This is an optimization exercise on Yosys and OpenROAD, whose aim is small area, a short achievable clock period and few clock cycles, not a production implementation.
Function not checked in this run: the RTL went through the layout flow alone.
Power is estimated from default activity; no workload was simulated.

**flow/config.mk**
```make
export PLATFORM = sky130hd
export DESIGN_NAME = isp_top
export DESIGN_NICKNAME = isp_top
export VERILOG_FILES = /design/flow/design.v
export SDC_FILE = /design/flow/constraint.sdc
export NUM_CORES = 4
export LEC_CHECK = 0
export ABC_AREA = 1
export CAP_MARGIN = 20
export CORE_MARGIN = 2
export CORE_UTILIZATION = 60
export CTS_CLUSTER_DIAMETER = 80
export CTS_CLUSTER_SIZE = 30
export SETUP_SLACK_MARGIN = 5
export SLEW_MARGIN = 20
export SYNTH_HIERARCHICAL = 1
```
**flow/constraint.sdc**
```tcl
create_clock -name core_clock -period 8.0 [get_ports {clk}]
set_input_delay 1.6000 -clock core_clock [delete_from_list [all_inputs] [get_ports {clk}]]
set_output_delay 1.6000 -clock core_clock [all_outputs]
set_load 0.01 [all_outputs]
```
**flow/design.v**
```verilog
`default_nettype none
package isp_pkg;
    localparam int BEATS_PER_PIC  = 192;
    localparam int PIX_PER_BEAT   = 16;
    localparam int PLANE_BEATS    = 64;
    localparam int WIN_SIZE       = 6;
    localparam int WIN_FIRST_ROW  = 13;
    localparam int WIN_FIRST_COL  = 13;
    localparam int EXPO_SHIFT     = 10;
    localparam int RESULT_LATENCY = 16;
    typedef logic [7:0]   pixel_t;
    typedef logic [127:0] beat_t;
    typedef logic [7:0]   beat_idx_t;
    typedef logic [1:0]   ratio_t;
    typedef logic [7:0]   result_t;
    typedef logic [13:0]  diff_sum_t;
endpackage
`default_nettype wire
`timescale 1ns/1ps
`default_nettype none
module isp_focus_contrast (
    input  logic       clk,
    input  logic       rst_n,
    input  logic       start,
    input  logic [7:0] t0,
    input  logic [7:0] t1,
    input  logic [7:0] t2,
    input  logic [7:0] n0,
    input  logic [7:0] u0,
    input  logic [7:0] u1,
    input  logic [7:0] u2,
    output logic       rot,
    output logic       done,
    output logic [1:0] res
);
    typedef enum logic [1:0] {
        PH_IDLE,
        PH_ROT,       
        PH_SETTLE,    
        PH_DIV        
    } phase_t;
    phase_t     phase;
    logic [1:0] pass;
    logic [3:0] e;            
    logic [3:0] cnt;
    logic       last_step;
    assign rot       = (phase == PH_ROT);
    assign last_step = (pass == 2'd2) && (e == 4'd9);
    always_ff @(posedge clk or negedge rst_n) begin
        if (!rst_n) begin
            phase <= PH_IDLE;
            done  <= 1'b0;
        end else begin
            done <= 1'b0;
            if (start) begin
                phase <= PH_ROT;
            end else begin
                case (phase)
                    PH_ROT:    if (last_step) phase <= PH_SETTLE;
                    PH_SETTLE: if (cnt == 4'd4) phase <= PH_DIV;
                    PH_DIV: begin
                        if (cnt == 4'd0) begin
                            phase <= PH_IDLE;
                            done  <= 1'b1;
                        end
                    end
                    default: ;
                endcase
            end
        end
    end
    logic [1:0] pass_n;
    logic [3:0] e_n;
    always_comb begin
        pass_n = pass;
        e_n    = e;
        if (start) begin
            pass_n = '0;
            e_n    = '0;
        end else if (rot) begin
            e_n = (e == 4'd11) ? 4'd0 : e + 4'd1;
            if (e == 4'd11) begin
                pass_n = pass + 2'd1;
            end
        end
    end
    always_ff @(posedge clk) begin
        pass <= pass_n;
        e    <= e_n;
        case (phase)
            PH_ROT:    cnt <= '0;
            PH_SETTLE: cnt <= (cnt == 4'd4) ? 4'd8 : cnt + 4'd1;
            PH_DIV:    cnt <= cnt - 4'd1;
            default: ;
        endcase
    end
    logic [2:0] rn;
    logic       hn;
    logic       r14, r13, r23, r2, r04;
    logic       vd  [2];
    logic       c4d [2];
    logic       c2d [2];
    logic [1:0] sel;          
    logic       val [2];
    logic       c4  [2];
    logic       c2  [2];
    logic [7:0] opa [2];
    logic [7:0] opb [2];
    assign rn  = e_n[3:1];
    assign hn  = e_n[0];
    assign r14 = (rn >= 3'd1) && (rn <= 3'd4);
    assign r13 = (rn >= 3'd1) && (rn <= 3'd3);
    assign r23 = (rn == 3'd2) || (rn == 3'd3);
    assign r2  = (rn == 3'd2);
    assign r04 = (rn <= 3'd4);
    always_comb begin
        case (pass_n)
            2'd0: begin
                vd[0] = 1'b1;  c4d[0] = hn && r14;   c2d[0] = 1'b0;
                vd[1] = 1'b1;  c4d[1] = !hn && r14;  c2d[1] = 1'b0;
            end
            2'd1: begin
                vd[0] = r04;   c4d[0] = hn && r13;   c2d[0] = hn && r2;
                vd[1] = !hn;   c4d[1] = !hn && r14;  c2d[1] = !hn && r23;
            end
            default: begin
                vd[0] = r04;   c4d[0] = r13;         c2d[0] = 1'b0;
                vd[1] = r04;   c4d[1] = !hn && r13;  c2d[1] = !hn && r2;
            end
        endcase
    end
    always_ff @(posedge clk) begin
        sel <= {pass_n == 2'd2, pass_n == 2'd1};
        for (int j = 0; j < 2; j++) begin
            val[j] <= vd[j];
            c4[j]  <= c4d[j];
            c2[j]  <= c2d[j];
        end
    end
    always_comb begin
        opa[0] = sel[1] ? t1 : t0;
        opb[0] = sel[1] ? u1 : (sel[0] ? u0 : t1);
        opa[1] = t2;
        opb[1] = sel[1] ? u2 : (sel[0] ? n0 : t1);
    end
    logic [8:0] sd  [2];
    logic [7:0] dq  [2];
    logic       iq  [2];
    logic       q4m [2];
    logic       q2m [2];
    always_comb begin
        for (int j = 0; j < 2; j++) begin
            sd[j] = {1'b0, opa[j]} + {1'b0, ~opb[j]};
        end
    end
    always_ff @(posedge clk) begin
        for (int j = 0; j < 2; j++) begin
            dq[j]  <= (rot && val[j]) ? (sd[j][7:0] ^ {8{!sd[j][8]}}) : 8'd0;
            iq[j]  <= rot && val[j] && sd[j][8];
            q4m[j] <= c4[j];
            q2m[j] <= c2[j];
        end
    end
    logic [13:0] s6, s4;
    logic [9:0]  s2;
    logic [2:0]  k6, k4;      
    logic [1:0]  k2;          
    logic [13:0] a6x, a6y, a4x, a4y;
    logic [9:0]  a2x;
    logic        a2i;
    logic [13:0] n6, n4;
    logic [9:0]  n2;
    logic [2:0]  m6, m4;
    logic [1:0]  m2;
    logic [13:0] cs6, cc6, cs4, cc4;
    logic [14:0] cy6, cy4;
    logic [10:0] cy2;
    logic [13:0] b6, b4;
    always_comb begin
        a6x = 14'(dq[0]);
        a6y = 14'(dq[1]);
        a4x = 14'(dq[0] & {8{q4m[0]}});
        a4y = 14'(dq[1] & {8{q4m[1]}});
        a2x = 10'((dq[0] & {8{q2m[0]}}) | (dq[1] & {8{q2m[1]}}));
        a2i = (iq[0] && q2m[0]) || (iq[1] && q2m[1]);
        for (int k = 0; k < 14; k++) begin
            cs6[k] = s6[k] ^ a6x[k] ^ a6y[k];
            cc6[k] = (s6[k] & a6x[k]) | (s6[k] & a6y[k]) | (a6x[k] & a6y[k]);
            b6[k]  = (k == 0) ? iq[0] : cc6[k == 0 ? 0 : k - 1];
        end
        cy6[0] = iq[1];
        for (int k = 0; k < 14; k++) begin
            n6[k]     = cs6[k] ^ b6[k] ^ cy6[k];
            cy6[k+1]  = (cs6[k] & b6[k]) | (cs6[k] & cy6[k]) | (b6[k] & cy6[k]);
            if (k == 3 || k == 7 || k == 11) begin
                m6[k/4]  = cy6[k+1];
                cy6[k+1] = k6[k/4];
            end
        end
        for (int k = 0; k < 14; k++) begin
            cs4[k] = s4[k] ^ a4x[k] ^ a4y[k];
            cc4[k] = (s4[k] & a4x[k]) | (s4[k] & a4y[k]) | (a4x[k] & a4y[k]);
            b4[k]  = (k == 0) ? (iq[0] && q4m[0]) : cc4[k == 0 ? 0 : k - 1];
        end
        cy4[0] = iq[1] && q4m[1];
        for (int k = 0; k < 14; k++) begin
            n4[k]     = cs4[k] ^ b4[k] ^ cy4[k];
            cy4[k+1]  = (cs4[k] & b4[k]) | (cs4[k] & cy4[k]) | (b4[k] & cy4[k]);
            if (k == 3 || k == 7 || k == 11) begin
                m4[k/4]  = cy4[k+1];
                cy4[k+1] = k4[k/4];
            end
        end
        cy2[0] = a2i;
        for (int k = 0; k < 10; k++) begin
            n2[k]    = s2[k] ^ a2x[k] ^ cy2[k];
            cy2[k+1] = (s2[k] & a2x[k]) | (s2[k] & cy2[k]) | (a2x[k] & cy2[k]);
            if (k == 3 || k == 7) begin
                m2[k/4]  = cy2[k+1];
                cy2[k+1] = k2[k/4];
            end
        end
    end
    always_ff @(posedge clk) begin
        if (start) begin
            s6 <= '0;
            s4 <= '0;
            s2 <= '0;
            k6 <= '0;
            k4 <= '0;
            k2 <= '0;
        end else begin
            s6 <= n6;
            s4 <= n4;
            s2 <= n2;
            k6 <= m6;
            k4 <= m4;
            k2 <= m2;
        end
    end
    logic [5:0] rem;           
    logic [6:0] rem2;
    logic       qb6, qb2, qb4;
    logic       eq26, gt26, eq46, gt46, eq24, gt24;
    assign qb2  = (cnt <= 4'd7) ? s2[cnt + 4'd2] : 1'b0;
    assign qb4  = s4[cnt + 4'd4];
    assign rem2 = {rem, s6[cnt]};
    assign qb6  = (rem2 >= 7'd36);
    always_ff @(posedge clk) begin
        if (phase == PH_SETTLE) begin
            rem  <= {1'b0, s6[13:9]};
            eq26 <= 1'b1;
            gt26 <= 1'b0;
            eq46 <= 1'b1;
            gt46 <= 1'b0;
            eq24 <= 1'b1;
            gt24 <= 1'b0;
        end else if (phase == PH_DIV) begin
            rem <= 6'(qb6 ? rem2 - 7'd36 : rem2);
            if (eq26 && qb2 != qb6) begin
                eq26 <= 1'b0;
                gt26 <= qb2;
            end
            if (eq46 && qb4 != qb6) begin
                eq46 <= 1'b0;
                gt46 <= qb4;
            end
            if (eq24 && qb2 != qb4) begin
                eq24 <= 1'b0;
                gt24 <= qb2;
            end
        end
    end
    always_comb begin
        if ((eq24 || gt24) && (eq26 || gt26)) begin
            res = 2'd0;
        end else if (eq46 || gt46) begin
            res = 2'd1;
        end else begin
            res = 2'd2;
        end
    end
endmodule
`default_nettype wire
`timescale 1ns/1ps
`default_nettype none
module isp_exposure_acc (
    input  logic          clk,
    input  logic [127:0]  x,
    output logic [10:0]   sa,
    output logic [10:0]   sb
);
    logic s1;
    logic c2;
    logic s3;
    logic c4;
    logic s5;
    logic c6;
    logic s7;
    logic c8;
    logic s9;
    logic c10;
    logic s11;
    logic c12;
    logic s13;
    logic c14;
    logic s15;
    logic c16;
    logic s17;
    logic c18;
    logic s19;
    logic c20;
    logic s21;
    logic c22;
    logic s23;
    logic c24;
    logic s25;
    logic c26;
    logic s27;
    logic c28;
    logic s29;
    logic c30;
    logic s31;
    logic c32;
    logic s33;
    logic c34;
    logic s35;
    logic c36;
    logic s37;
    logic c38;
    logic s39;
    logic c40;
    logic s41;
    logic c42;
    logic s43;
    logic c44;
    logic s45;
    logic c46;
    logic s47;
    logic c48;
    logic s49;
    logic c50;
    logic s51;
    logic c52;
    logic s53;
    logic c54;
    logic s55;
    logic c56;
    logic s57;
    logic c58;
    logic s59;
    logic c60;
    logic s61;
    logic c62;
    logic s63;
    logic c64;
    logic s65;
    logic c66;
    logic s67;
    logic c68;
    logic s69;
    logic c70;
    logic s71;
    logic c72;
    logic s73;
    logic c74;
    logic s75;
    logic c76;
    logic s77;
    logic c78;
    logic s79;
    logic c80;
    logic s81;
    logic c82;
    logic s83;
    logic c84;
    logic s85;
    logic c86;
    logic s87;
    logic c88;
    logic s89;
    logic c90;
    logic s91;
    logic c92;
    logic s93;
    logic c94;
    logic s95;
    logic c96;
    logic s97;
    logic c98;
    logic s99;
    logic c100;
    logic s101;
    logic c102;
    logic s103;
    logic c104;
    logic s105;
    logic c106;
    logic s107;
    logic c108;
    logic s109;
    logic c110;
    logic s111;
    logic c112;
    logic s113;
    logic c114;
    logic s115;
    logic c116;
    logic s117;
    logic c118;
    logic s119;
    logic c120;
    logic s121;
    logic c122;
    logic s123;
    logic c124;
    logic s125;
    logic c126;
    logic s127;
    logic c128;
    logic q129;
    logic q130;
    logic q131;
    logic q132;
    logic q133;
    logic q134;
    logic q135;
    logic q136;
    logic q137;
    logic q138;
    logic q139;
    logic q140;
    logic q141;
    logic q142;
    logic q143;
    logic q144;
    logic q145;
    logic q146;
    logic q147;
    logic q148;
    logic q149;
    logic q150;
    logic q151;
    logic q152;
    logic q153;
    logic q154;
    logic q155;
    logic q156;
    logic q157;
    logic q158;
    logic q159;
    logic q160;
    logic q161;
    logic q162;
    logic q163;
    logic q164;
    logic q165;
    logic q166;
    logic q167;
    logic q168;
    logic q169;
    logic q170;
    logic q171;
    logic q172;
    logic q173;
    logic q174;
    logic q175;
    logic q176;
    logic q177;
    logic q178;
    logic q179;
    logic q180;
    logic q181;
    logic q182;
    logic q183;
    logic q184;
    logic q185;
    logic q186;
    logic q187;
    logic q188;
    logic q189;
    logic q190;
    logic q191;
    logic q192;
    logic s193;
    logic c194;
    logic s195;
    logic c196;
    logic s197;
    logic c198;
    logic s199;
    logic c200;
    logic s201;
    logic c202;
    logic s203;
    logic c204;
    logic s205;
    logic c206;
    logic s207;
    logic c208;
    logic s209;
    logic c210;
    logic s211;
    logic c212;
    logic s213;
    logic c214;
    logic s215;
    logic c216;
    logic s217;
    logic c218;
    logic s219;
    logic c220;
    logic s221;
    logic c222;
    logic s223;
    logic c224;
    logic s225;
    logic c226;
    logic s227;
    logic c228;
    logic s229;
    logic c230;
    logic s231;
    logic c232;
    logic s233;
    logic c234;
    logic s235;
    logic c236;
    logic s237;
    logic c238;
    logic s239;
    logic c240;
    logic s241;
    logic c242;
    logic s243;
    logic c244;
    logic s245;
    logic c246;
    logic s247;
    logic c248;
    logic s249;
    logic c250;
    logic s251;
    logic c252;
    logic s253;
    logic c254;
    logic s255;
    logic c256;
    logic s257;
    logic c258;
    logic s259;
    logic c260;
    logic s261;
    logic c262;
    logic s263;
    logic c264;
    logic s265;
    logic c266;
    logic s267;
    logic c268;
    logic s269;
    logic c270;
    logic s271;
    logic c272;
    logic s273;
    logic c274;
    logic s275;
    logic c276;
    logic s277;
    logic c278;
    logic s279;
    logic c280;
    logic s281;
    logic c282;
    isp_fa u_s1 (.a(x[0]), .b(x[8]), .c(x[16]), .s(s1), .co(c2));
    isp_fa u_s3 (.a(x[24]), .b(x[32]), .c(x[40]), .s(s3), .co(c4));
    isp_fa u_s5 (.a(x[48]), .b(x[56]), .c(x[64]), .s(s5), .co(c6));
    isp_fa u_s7 (.a(x[72]), .b(x[80]), .c(x[88]), .s(s7), .co(c8));
    isp_fa u_s9 (.a(x[96]), .b(x[104]), .c(x[112]), .s(s9), .co(c10));
    isp_fa u_s11 (.a(x[1]), .b(x[9]), .c(x[17]), .s(s11), .co(c12));
    isp_fa u_s13 (.a(x[25]), .b(x[33]), .c(x[41]), .s(s13), .co(c14));
    isp_fa u_s15 (.a(x[49]), .b(x[57]), .c(x[65]), .s(s15), .co(c16));
    isp_fa u_s17 (.a(x[73]), .b(x[81]), .c(x[89]), .s(s17), .co(c18));
    isp_fa u_s19 (.a(x[97]), .b(x[105]), .c(x[113]), .s(s19), .co(c20));
    isp_fa u_s21 (.a(x[2]), .b(x[10]), .c(x[18]), .s(s21), .co(c22));
    isp_fa u_s23 (.a(x[26]), .b(x[34]), .c(x[42]), .s(s23), .co(c24));
    isp_fa u_s25 (.a(x[50]), .b(x[58]), .c(x[66]), .s(s25), .co(c26));
    isp_fa u_s27 (.a(x[74]), .b(x[82]), .c(x[90]), .s(s27), .co(c28));
    isp_fa u_s29 (.a(x[98]), .b(x[106]), .c(x[114]), .s(s29), .co(c30));
    isp_fa u_s31 (.a(x[3]), .b(x[11]), .c(x[19]), .s(s31), .co(c32));
    isp_fa u_s33 (.a(x[27]), .b(x[35]), .c(x[43]), .s(s33), .co(c34));
    isp_fa u_s35 (.a(x[51]), .b(x[59]), .c(x[67]), .s(s35), .co(c36));
    isp_fa u_s37 (.a(x[75]), .b(x[83]), .c(x[91]), .s(s37), .co(c38));
    isp_fa u_s39 (.a(x[99]), .b(x[107]), .c(x[115]), .s(s39), .co(c40));
    isp_fa u_s41 (.a(x[4]), .b(x[12]), .c(x[20]), .s(s41), .co(c42));
    isp_fa u_s43 (.a(x[28]), .b(x[36]), .c(x[44]), .s(s43), .co(c44));
    isp_fa u_s45 (.a(x[52]), .b(x[60]), .c(x[68]), .s(s45), .co(c46));
    isp_fa u_s47 (.a(x[76]), .b(x[84]), .c(x[92]), .s(s47), .co(c48));
    isp_fa u_s49 (.a(x[100]), .b(x[108]), .c(x[116]), .s(s49), .co(c50));
    isp_fa u_s51 (.a(x[5]), .b(x[13]), .c(x[21]), .s(s51), .co(c52));
    isp_fa u_s53 (.a(x[29]), .b(x[37]), .c(x[45]), .s(s53), .co(c54));
    isp_fa u_s55 (.a(x[53]), .b(x[61]), .c(x[69]), .s(s55), .co(c56));
    isp_fa u_s57 (.a(x[77]), .b(x[85]), .c(x[93]), .s(s57), .co(c58));
    isp_fa u_s59 (.a(x[101]), .b(x[109]), .c(x[117]), .s(s59), .co(c60));
    isp_fa u_s61 (.a(x[6]), .b(x[14]), .c(x[22]), .s(s61), .co(c62));
    isp_fa u_s63 (.a(x[30]), .b(x[38]), .c(x[46]), .s(s63), .co(c64));
    isp_fa u_s65 (.a(x[54]), .b(x[62]), .c(x[70]), .s(s65), .co(c66));
    isp_fa u_s67 (.a(x[78]), .b(x[86]), .c(x[94]), .s(s67), .co(c68));
    isp_fa u_s69 (.a(x[102]), .b(x[110]), .c(x[118]), .s(s69), .co(c70));
    isp_fa u_s71 (.a(x[7]), .b(x[15]), .c(x[23]), .s(s71), .co(c72));
    isp_fa u_s73 (.a(x[31]), .b(x[39]), .c(x[47]), .s(s73), .co(c74));
    isp_fa u_s75 (.a(x[55]), .b(x[63]), .c(x[71]), .s(s75), .co(c76));
    isp_fa u_s77 (.a(x[79]), .b(x[87]), .c(x[95]), .s(s77), .co(c78));
    isp_fa u_s79 (.a(x[103]), .b(x[111]), .c(x[119]), .s(s79), .co(c80));
    isp_fa u_s81 (.a(s1), .b(s3), .c(s5), .s(s81), .co(c82));
    isp_fa u_s83 (.a(s7), .b(s9), .c(x[120]), .s(s83), .co(c84));
    isp_fa u_s85 (.a(s11), .b(s13), .c(s15), .s(s85), .co(c86));
    isp_fa u_s87 (.a(s17), .b(s19), .c(x[121]), .s(s87), .co(c88));
    isp_fa u_s89 (.a(c2), .b(c4), .c(c6), .s(s89), .co(c90));
    isp_fa u_s91 (.a(s21), .b(s23), .c(s25), .s(s91), .co(c92));
    isp_fa u_s93 (.a(s27), .b(s29), .c(x[122]), .s(s93), .co(c94));
    isp_fa u_s95 (.a(c12), .b(c14), .c(c16), .s(s95), .co(c96));
    isp_fa u_s97 (.a(s31), .b(s33), .c(s35), .s(s97), .co(c98));
    isp_fa u_s99 (.a(s37), .b(s39), .c(x[123]), .s(s99), .co(c100));
    isp_fa u_s101 (.a(c22), .b(c24), .c(c26), .s(s101), .co(c102));
    isp_fa u_s103 (.a(s41), .b(s43), .c(s45), .s(s103), .co(c104));
    isp_fa u_s105 (.a(s47), .b(s49), .c(x[124]), .s(s105), .co(c106));
    isp_fa u_s107 (.a(c32), .b(c34), .c(c36), .s(s107), .co(c108));
    isp_fa u_s109 (.a(s51), .b(s53), .c(s55), .s(s109), .co(c110));
    isp_fa u_s111 (.a(s57), .b(s59), .c(x[125]), .s(s111), .co(c112));
    isp_fa u_s113 (.a(c42), .b(c44), .c(c46), .s(s113), .co(c114));
    isp_fa u_s115 (.a(s61), .b(s63), .c(s65), .s(s115), .co(c116));
    isp_fa u_s117 (.a(s67), .b(s69), .c(x[126]), .s(s117), .co(c118));
    isp_fa u_s119 (.a(c52), .b(c54), .c(c56), .s(s119), .co(c120));
    isp_fa u_s121 (.a(s71), .b(s73), .c(s75), .s(s121), .co(c122));
    isp_fa u_s123 (.a(s77), .b(s79), .c(x[127]), .s(s123), .co(c124));
    isp_fa u_s125 (.a(c62), .b(c64), .c(c66), .s(s125), .co(c126));
    isp_fa u_s127 (.a(c72), .b(c74), .c(c76), .s(s127), .co(c128));
    isp_fa u_s193 (.a(q131), .b(q132), .c(q133), .s(s193), .co(c194));
    isp_fa u_s195 (.a(q134), .b(q135), .c(q136), .s(s195), .co(c196));
    isp_fa u_s197 (.a(q138), .b(q139), .c(q140), .s(s197), .co(c198));
    isp_fa u_s199 (.a(q141), .b(q142), .c(q143), .s(s199), .co(c200));
    isp_fa u_s201 (.a(q146), .b(q147), .c(q148), .s(s201), .co(c202));
    isp_fa u_s203 (.a(q149), .b(q150), .c(q151), .s(s203), .co(c204));
    isp_fa u_s205 (.a(q154), .b(q155), .c(q156), .s(s205), .co(c206));
    isp_fa u_s207 (.a(q157), .b(q158), .c(q159), .s(s207), .co(c208));
    isp_fa u_s209 (.a(q162), .b(q163), .c(q164), .s(s209), .co(c210));
    isp_fa u_s211 (.a(q165), .b(q166), .c(q167), .s(s211), .co(c212));
    isp_fa u_s213 (.a(q170), .b(q171), .c(q172), .s(s213), .co(c214));
    isp_fa u_s215 (.a(q173), .b(q174), .c(q175), .s(s215), .co(c216));
    isp_fa u_s217 (.a(q178), .b(q179), .c(q180), .s(s217), .co(c218));
    isp_fa u_s219 (.a(q181), .b(q182), .c(q183), .s(s219), .co(c220));
    isp_fa u_s221 (.a(q186), .b(q187), .c(q188), .s(s221), .co(c222));
    isp_fa u_s223 (.a(q189), .b(q190), .c(q191), .s(s223), .co(c224));
    isp_fa u_s225 (.a(s193), .b(s195), .c(q137), .s(s225), .co(c226));
    isp_fa u_s227 (.a(s197), .b(s199), .c(q144), .s(s227), .co(c228));
    isp_fa u_s229 (.a(q145), .b(c194), .c(c196), .s(s229), .co(c230));
    isp_fa u_s231 (.a(s201), .b(s203), .c(q152), .s(s231), .co(c232));
    isp_fa u_s233 (.a(q153), .b(c198), .c(c200), .s(s233), .co(c234));
    isp_fa u_s235 (.a(s205), .b(s207), .c(q160), .s(s235), .co(c236));
    isp_fa u_s237 (.a(q161), .b(c202), .c(c204), .s(s237), .co(c238));
    isp_fa u_s239 (.a(s209), .b(s211), .c(q168), .s(s239), .co(c240));
    isp_fa u_s241 (.a(q169), .b(c206), .c(c208), .s(s241), .co(c242));
    isp_fa u_s243 (.a(s213), .b(s215), .c(q176), .s(s243), .co(c244));
    isp_fa u_s245 (.a(q177), .b(c210), .c(c212), .s(s245), .co(c246));
    isp_fa u_s247 (.a(s217), .b(s219), .c(q184), .s(s247), .co(c248));
    isp_fa u_s249 (.a(q185), .b(c214), .c(c216), .s(s249), .co(c250));
    isp_fa u_s251 (.a(s221), .b(s223), .c(c218), .s(s251), .co(c252));
    isp_fa u_s253 (.a(q192), .b(c222), .c(c224), .s(s253), .co(c254));
    isp_fa u_s255 (.a(s227), .b(s229), .c(c226), .s(s255), .co(c256));
    isp_fa u_s257 (.a(s231), .b(s233), .c(c228), .s(s257), .co(c258));
    isp_fa u_s259 (.a(s235), .b(s237), .c(c232), .s(s259), .co(c260));
    isp_fa u_s261 (.a(s239), .b(s241), .c(c236), .s(s261), .co(c262));
    isp_fa u_s263 (.a(s243), .b(s245), .c(c240), .s(s263), .co(c264));
    isp_fa u_s265 (.a(s247), .b(s249), .c(c244), .s(s265), .co(c266));
    isp_fa u_s267 (.a(s251), .b(c220), .c(c248), .s(s267), .co(c268));
    isp_fa u_s269 (.a(s257), .b(c230), .c(c256), .s(s269), .co(c270));
    isp_fa u_s271 (.a(s259), .b(c234), .c(c258), .s(s271), .co(c272));
    isp_fa u_s273 (.a(s261), .b(c238), .c(c260), .s(s273), .co(c274));
    isp_fa u_s275 (.a(s263), .b(c242), .c(c262), .s(s275), .co(c276));
    isp_fa u_s277 (.a(s265), .b(c246), .c(c264), .s(s277), .co(c278));
    isp_fa u_s279 (.a(s267), .b(c250), .c(c266), .s(s279), .co(c280));
    isp_fa u_s281 (.a(s253), .b(c252), .c(c268), .s(s281), .co(c282));
    always_ff @(posedge clk) begin
        q129 <= s81;
        q130 <= s83;
        q131 <= s85;
        q132 <= s87;
        q133 <= s89;
        q134 <= c8;
        q135 <= c10;
        q136 <= c82;
        q137 <= c84;
        q138 <= s91;
        q139 <= s93;
        q140 <= s95;
        q141 <= c18;
        q142 <= c20;
        q143 <= c86;
        q144 <= c88;
        q145 <= c90;
        q146 <= s97;
        q147 <= s99;
        q148 <= s101;
        q149 <= c28;
        q150 <= c30;
        q151 <= c92;
        q152 <= c94;
        q153 <= c96;
        q154 <= s103;
        q155 <= s105;
        q156 <= s107;
        q157 <= c38;
        q158 <= c40;
        q159 <= c98;
        q160 <= c100;
        q161 <= c102;
        q162 <= s109;
        q163 <= s111;
        q164 <= s113;
        q165 <= c48;
        q166 <= c50;
        q167 <= c104;
        q168 <= c106;
        q169 <= c108;
        q170 <= s115;
        q171 <= s117;
        q172 <= s119;
        q173 <= c58;
        q174 <= c60;
        q175 <= c110;
        q176 <= c112;
        q177 <= c114;
        q178 <= s121;
        q179 <= s123;
        q180 <= s125;
        q181 <= c68;
        q182 <= c70;
        q183 <= c116;
        q184 <= c118;
        q185 <= c120;
        q186 <= s127;
        q187 <= c78;
        q188 <= c80;
        q189 <= c122;
        q190 <= c124;
        q191 <= c126;
        q192 <= c128;
        sa <= {c254, s281, s279, s277, s275, s273, s271, s269, s255, s225, q129};
        sb <= {c282, c280, c278, c276, c274, c272, c270, 1'b0, 1'b0, 1'b0, q130};
    end
endmodule
module isp_fa (
    input  logic a,
    input  logic b,
    input  logic c,
    output logic s,
    output logic co
);
    assign s  = a ^ b ^ c;
    assign co = (a & b) | (a & c) | (b & c);
endmodule
`default_nettype wire
`timescale 1ns/1ps
`default_nettype none
module isp_top (
    input  logic             clk,
    input  logic             rst_n,
    input  logic             in_valid,
    input  logic             in_mode,
    input  isp_pkg::ratio_t  in_ratio_mode,
    input  logic             pix_valid,
    input  isp_pkg::beat_t   pix_data,
    output logic             busy,
    output logic             out_valid,
    output isp_pkg::result_t out_data
);
    logic [7:0] bcnt;       
    logic       mode_q;
    logic [1:0] ratio_q;
    logic       busy_q;
    logic       rmode;      
    logic [1:0] rratio;
    logic       last0;
    assign last0 = pix_valid && (bcnt == 8'd191);
    always_ff @(posedge clk or negedge rst_n) begin
        if (!rst_n) begin
            bcnt    <= '0;
            mode_q  <= 1'b0;
            ratio_q <= '0;
            busy_q  <= 1'b0;
            rmode   <= 1'b0;
            rratio  <= '0;
        end else begin
            if (in_valid) begin
                bcnt    <= '0;
                mode_q  <= in_mode;
                ratio_q <= in_ratio_mode;
                busy_q  <= 1'b1;
            end else if (pix_valid) begin
                bcnt <= last0 ? 8'd0 : bcnt + 8'd1;
                if (last0) begin
                    busy_q <= 1'b0;
                end
            end
            if (last0) begin
                rmode  <= mode_q;
                rratio <= ratio_q;
            end
        end
    end
    assign busy = busy_q;
    logic red0, green0, blue0, wrow0;
    assign red0   = (bcnt[7:6] == 2'd0);
    assign green0 = (bcnt[7:6] == 2'd1);
    assign blue0  = (bcnt[7:6] == 2'd2);
    assign wrow0  = (bcnt[5:0] >= 6'd26) && (bcnt[5:0] <= 6'd37);
    logic       sat;
    logic [3:0] colmask0;
    logic [7:0] bcnt_n;
    logic [1:0] ratio_n;
    logic       mode_n;
    logic [3:0] thr_n;
    logic [127:0] xbits;
    assign bcnt_n  = in_valid ? 8'd0 : (pix_valid ? (last0 ? 8'd0 : bcnt + 8'd1) : bcnt);
    assign ratio_n = in_valid ? in_ratio_mode : ratio_q;
    assign mode_n  = in_valid ? in_mode : mode_q;
    assign thr_n   = (bcnt_n[7:6] == 2'd1) ? 4'(3 - ratio_n) : 4'(4 - ratio_n);
    always_ff @(posedge clk) begin
        sat <= mode_n && (ratio_n == 2'd3);
        for (int j = 0; j < 4; j++) begin
            colmask0[j] <= (4'(j) >= thr_n);
        end
    end
    always_comb begin
        for (int i = 0; i < 16; i++) begin
            for (int j = 0; j < 7; j++) begin
                xbits[8*i + j] = (j >= 4 || colmask0[j % 4]) && (pix_data[8*i + j] || (sat && pix_data[8*i + 7]));
            end
            xbits[8*i + 7] = !sat && pix_data[8*i + 7];
        end
    end
    logic [10:0] sa, sb;
    isp_exposure_acc i_tree (
        .clk (clk),
        .x   (xbits),
        .sa  (sa),
        .sb  (sb)
    );
    logic        v1, v2, e3;
    logic        first1, first2, last1, last2, g1, g2;
    logic [18:0] acc;     
    always_ff @(posedge clk or negedge rst_n) begin
        if (!rst_n) begin
            v1    <= 1'b0;
            v2    <= 1'b0;
            last1 <= 1'b0;
            last2 <= 1'b0;
            e3    <= 1'b0;
        end else begin
            v1    <= pix_valid;
            v2    <= v1;
            last1 <= last0;
            last2 <= last1;
            e3    <= v2 && last2;
        end
    end
    always_ff @(posedge clk) begin
        first1 <= pix_valid && (bcnt == 8'd0);
        first2 <= first1;
        g1     <= green0;
        g2     <= g1;
        acc <= (first2 ? 19'd0 : acc)
             + (!v2 ? 19'd0 : g2 ? 19'(sa) : 19'(sa[10:1]))
             + (!v2 ? 19'd0 : g2 ? 19'(sb) : 19'(sb[10:1]));
    end
    logic [7:0] expo_res;
    always_comb begin
        case (rratio)
            2'd0:    expo_res = {2'b0, acc[18:13]};
            2'd1:    expo_res = {1'b0, acc[18:12]};
            2'd2:    expo_res = acc[18:11];
            default: expo_res = acc[17:10];
        endcase
    end
    logic       wv1, wred1, wend1;
    logic [6:0] wp1 [3];
    always_ff @(posedge clk or negedge rst_n) begin
        if (!rst_n) begin
            wv1    <= 1'b0;
            wend1  <= 1'b0;
        end else begin
            wv1    <= pix_valid && !mode_q && wrow0;
            wend1  <= pix_valid && !mode_q && blue0 && (bcnt[5:0] == 6'd37);
        end
    end
    always_ff @(posedge clk) begin
        wred1 <= red0;
        for (int j = 0; j < 3; j++) begin
            if (bcnt[0]) begin
                wp1[j] <= green0 ? pix_data[8*j + 1 +: 7] : {1'b0, pix_data[8*j + 2 +: 6]};
            end else begin
                wp1[j] <= green0 ? pix_data[8*(13 + j) + 1 +: 7] : {1'b0, pix_data[8*(13 + j) + 2 +: 6]};
            end
        end
    end
    logic [7:0] ch [3][12];
    logic       pact;         
    logic       chain_en;
    assign chain_en = wv1 || pact;
    always_ff @(posedge clk) begin
        if (chain_en) begin
            for (int j = 0; j < 3; j++) begin
                ch[j][0] <= (wred1 && wv1 ? 8'd0 : ch[j][11]) + (wv1 ? 8'(wp1[j]) : 8'd0);
                for (int k = 1; k < 12; k++) begin
                    ch[j][k] <= ch[j][k-1];
                end
            end
        end
    end
    logic       fdone_p;
    logic [1:0] fres;
    isp_focus_contrast i_contrast (
        .clk   (clk),
        .rst_n (rst_n),
        .start (wv1 && wend1),
        .t0    (ch[0][11]),
        .t1    (ch[1][11]),
        .t2    (ch[2][11]),
        .n0    (ch[0][10]),
        .u0    (ch[0][9]),
        .u1    (ch[1][9]),
        .u2    (ch[2][9]),
        .rot   (pact),
        .done  (fdone_p),
        .res   (fres)
    );
    logic pend, fire, fdone;
    assign fire = (e3 || pend) && (rmode || fdone);
    always_ff @(posedge clk or negedge rst_n) begin
        if (!rst_n) begin
            pend      <= 1'b0;
            fdone     <= 1'b0;
            out_valid <= 1'b0;
            out_data  <= '0;
        end else begin
            pend      <= !fire && (pend || e3);
            fdone     <= !fire && (fdone || fdone_p);
            out_valid <= fire;
            out_data  <= fire ? (rmode ? expo_res : {6'd0, fres}) : 8'd0;
        end
    end
endmodule
`default_nettype wire
```
**flow/flow/run.sh**
```bash
#!/bin/bash
# The standard layout (standard.sh), with plain buffers (buf_1) on the
# ports instead of the delay buffers buffer_ports picks by default, and
# timing repair aimed at a setup slack of 5 ns.
set -euo pipefail
mkdir -p logs
export BUFFER_PORTS_ARGS="-buffer_cell sky130_fd_sc_hd__buf_1"
bash standard.sh SETUP_SLACK_MARGIN=5 finish > logs/standard.log 2>&1
```
**flow/standard.sh**
```bash
#!/bin/bash
# synth_recipe.tcl (not shown) runs the flow's synth.tcl, then flattens the netlist and writes it again
# the make line also repeats each setting of config.mk as NAME=value (left out here)
make -C /OpenROAD-flow-scripts/flow DESIGN_CONFIG=/design/flow/config.mk WORK_HOME=/design/flow/orfs CLKGATE_MAP_FILE= SYNTH_SCRIPT=/design/flow/synth_recipe.tcl "${@:-finish}"
```
==> reports/metrics.csv <==
stage,metric,value,unit
outcome,outcome,finished clean,
timing,Slew @ Worst Pin,1.02,ns
global_routing,initial antenna violation count,1,
pwr,LEAKAGE,12.6,nW
clock_network,"Reg clk slew, reported paths",0.11,ns
flow_run,max-cap check violation count,0,
floorplanning,num rows,76,
placement,routability cong.,0.911,
setup_path,Worst EP required,8.55,ns
layout,Reg area,14300,µm²
route,DRT Pass-1 Iters,6,
timing,Setup TNS,0,ns
timing,WHS,0.334,ns
global_routing,vias in the first global route,16300,
route,DR iter-0 viols,1422,
layout,area occupied by multi-input gates,9820,µm²
logic_synthesis,Synth cell types,57,
route,vias,16400,
global_routing,total track usage,24.8,%
floorplanning,Initial Utilization,60.5,%
logic_synthesis,Synth top area share,34.5,%
floorplanning,Die H,212,µm
pwr,Power Dens Cells,371,nW/µm²
placement,post-DP HPWL,40.7,mm
global_routing,largest net degree at the start of global routing,157,
logic_synthesis,Mapped Area,25900,µm²
setup_path,max incr delay on CP,0.57,ns
placement,dpl ws,4.52,ns
timing,Final Max Slew Viols,0,
clock_network,CTS Sinks,555,
placement,# port buffers,144,
logic_synthesis,Synth area leaders,"edfxtp_1, dfxtp_1, fa_1, nand2_1, inv_1",
floorplanning,DIE WIDTH,212,µm
timing,final cycle utilization of the critical path,35.7,%
setup_path,CP Launch Type,flop,
setup_path,crit-path max FO,5,
floorplanning,die area,44800,µm²
timing,clk_skew,0.0351,ns
setup_path,CP Class,reg -> reg,
layout,area grow syn2layout,8.83,%
timing,Rel. slew slack,31.9,%
clock_network,"Clk Latency, worst-skew pair",0.61,ns
timing,Max Clk Rate,0.350,GHz
route,"antenna viol nets, final",0,
route,WL/cell,17.4,µm
logic_synthesis,"Seq/Total Area, Yosys",55.1,%
floorplanning,Core Region,42800,µm²
setup_path,CP Capture Type,flop,
layout,layout cells sized above 1,5.49,%
clock_network,total CTS buffers,29,
clock_network,H-tree levels,1,
setup_path,Critical Path AT,3.41,ns
route,Residual DRC,0,
pwr,maximum vdd drop,0.000236,V
layout,Fillers,3412,
route,vias per inst,5.27,
global_routing,first-pass GRT wire length,85.9,mm
logic_synthesis,#FFs+latches synth,555,
logic_synthesis,Mapped Cells,2403,
timing,Final Critical Period,2.86,ns
timing,Final Setup Violations,0,
timing,RSZ-0062 raised after global routing,true,
floorplanning,Top Ports,145,
setup_path,crit-path cells,"clkinvlp_4, buf_4, nor2_1, o21ai_0, fa_1, inv_1, ha_1, a21o_1, a21oi_1, nand2_1, a21oi_2, xor2_1",
layout,antenna cells,0,
logic_synthesis,Avg Synthesized Cell Area,10.8,µm²
worst_hold_path,Hold/Removal Path Class,reg -> reg,
global_routing,grt total ovfl,0,
timing,final hold vios,0,
clock_network,CTS root buffer,clkbuf_16,
logic_synthesis,Synth area leader,edfxtp_1,
route,final WL,54.3,mm
setup_path,CP max stage cell,fa_1,
pwr,Total Power,10.5,mW
clock_network,CTS tree,yes,
clock_network,Clock Tree Buf Depth,3,
timing,PnR worst setup slack,5.14,ns
layout,final net count,2926,
clock_network,"Hold-fix buffers, CTS",0,
logic_synthesis,YS warnings,26,
[path summary, 6_finish.rpt]
path / startpoint / to / slack, ns / cells past startpoint
worst max-delay path: v2 / acc[13] / 5.14 / 12
worst min-delay path: first1 / first2 / 0.33 / 0
worst max register to register: v2 / acc[13] / 5.14 / 12
worst min register to register: first1 / first2 / 0.33 / 0
max in group asynchronous: rst_n / v2 / 6.19 / 1
min in group asynchronous: rst_n / mode_q / 1.13 / 1
[synth_stat cells, drive strengths merged]
library cell,number
nor4,2
nand4,10
inv,416
nor3b,1
a22oi,2
fa,168
clkbuf,39
a221oi,1
a32o,1
nor3,14
or2,6
xnor2,15
o31ai,3
dfrtp,36
o21ai,97
buf,17
edfxtp,297
o22ai,8
o211ai,9
a211oi,2
o22a,1
a21o,7
o221ai,5
o2111ai,1
nand2,447
nand3b,3
xor2,37
nand3,113
a21boi,1
a31oi,7
nor2,182
conb,1
clkinv,2
dfxtp,222
ha,77
a22o,7
o21bai,5
a21oi,141
[cells in the final DEF (no fill, tap or decap), drive strengths merged, types with 3 or more instances in the layout]
cell type and instances:
nand2 447, inv 422, edfxtp 297, dfxtp 222, nor2 182, fa 168, buf 163, a21oi 141
nand3 113, o21ai 97, ha 77, xor2 37, dfrtp 36, clkbuf 36, xnor2 15, nor3 14
nand4 10, o211ai 9, clkinv 9, o22ai 8, a21o 7, a31oi 7, a22o 7, clkinvlp 6
or2 6, o21bai 5, o221ai 5, nand3b 3, o31ai 3, conb 3
[registers in the layout, summed over array words and instances (netlist names), 3 cells and up]
register,flops
acc,19
bcnt,8
ch,288
colmask0,4
i_contrast.cnt,4
i_contrast.dq,16
i_contrast.e,4
i_contrast.k4,3
i_contrast.k6,3
i_contrast.rem,6
i_contrast.s2,10
i_contrast.s4,14
i_contrast.s6,14
i_tree.sa,11
i_tree.sb,8
out_data,8
wp1,21
[per-layer routing]
layer  global-route usage [%]  wire length, µm  part of all wire (%)  vias to the layer above
li1                         -                -                     -                     7970
met1                     36.4            25300                    47                     7941
met2                     40.1            25400                    47                      416
met3                     2.49             2390                   4.4                       77
met4                     6.12             1230                   2.3                        0
met5                        0                0                     0                        -
[report_power, final]
group          switching, mW  internal [mW]  total [mW]
sequential             0.463           4.17        4.63
clock                   1.03          0.794        1.82
combinational           2.52           1.49        4.01
[layout make-up]
cell class                 instances  area share [%]
tap                              546            2.43
timing repair buffer             164            2.49
clock buffer                      35            2.66
multi-input combinational       1376            34.9
timing repair inverter             2          0.0444
inverter                         418            5.62
sequential                       555            50.7
clock inverter                    19            1.17
[critical path: cells and delay by family, from the launching register on]
| kind | cells | cell delay (ns) |
|---|---|---|
| XOR/XNOR | 1 | 0.17 |
| AND/OR/NAND/NOR | 2 | 0.22 |
| AO/OA/AOI/OAI | 4 | 0.67 |
| buffers and inverters | 3 | 0.35 |
| adder cells (fa/ha/maj) | 2 | 0.93 |
| flip-flops | 1 | 0.45 |
[per-module statistics from Yosys (local to each module, per instance)]
module              cells inside  copies in the design  flip-flops and latches
isp_exposure_acc              87                     1                      83
isp_top                     1348                     1                     371
isp_fa                         1                   109                       0
isp_focus_contrast           859                     1                     101
[kinds of logic after synthesis]
logic type / count (synthesis) / share of synthesized area (%)
other: 1 / 0.0145
AOI/OAI and AO/OA: 298 / 6.50
DFF: 555 / 55.1
buffers and inverters: 474 / 7.05
adders and majority gates: 245 / 16.7
xor gates and xnor gates: 52 / 1.76
and+or+nand+nor: 778 / 12.8
[per-stage QoR]
step | area [µm²] | util, % | instances
final | 28200 | 65.8 | 3115
after global routing | 28200 | 65.8 | 3115
after CTS | 28100 | 65.6 | 3107
after global placement | 26900 | 62.9 | 3047
after detailed placement | 26900 | 62.9 | 3047
after floorplan | 25900 | - | 2405
[repair_timing]
| item | CTS | global route |
|---|---|---|
| pin swaps | 0 | 1 |
| gates cloned | 1 | 1 |
| setup buffers | 5 | 7 |
| resized for setup | 9 | 19 |
| setup endpoints to repair | 26 | 29 |

[static timing again, ports no longer ideal]
The flow's constraints put no driver on any port. The routed layout listed below was extracted and timed again, unchanged, in two steps.
Step 1, drivers: a clkbuf_16 drives clk and a buf_2 each remaining input, both assumed.
Step 2 times the ports against the registers' clock, not the clock port: input delays grow and output delays shrink by t, the midpoint of the rising clock arrivals with the driver on.
a / b / c = no drivers / after step 1 / after step 2; a / b = the first two.
t, ns: 0.651
setup slack, ns: 5.141 / 5.141 / 4.539
cell pins on the clock port's net: 1
After both steps this run still meets setup and hold. The setup slack of this run moves by 0.000 ns with the drivers and by -0.602 ns with both steps.
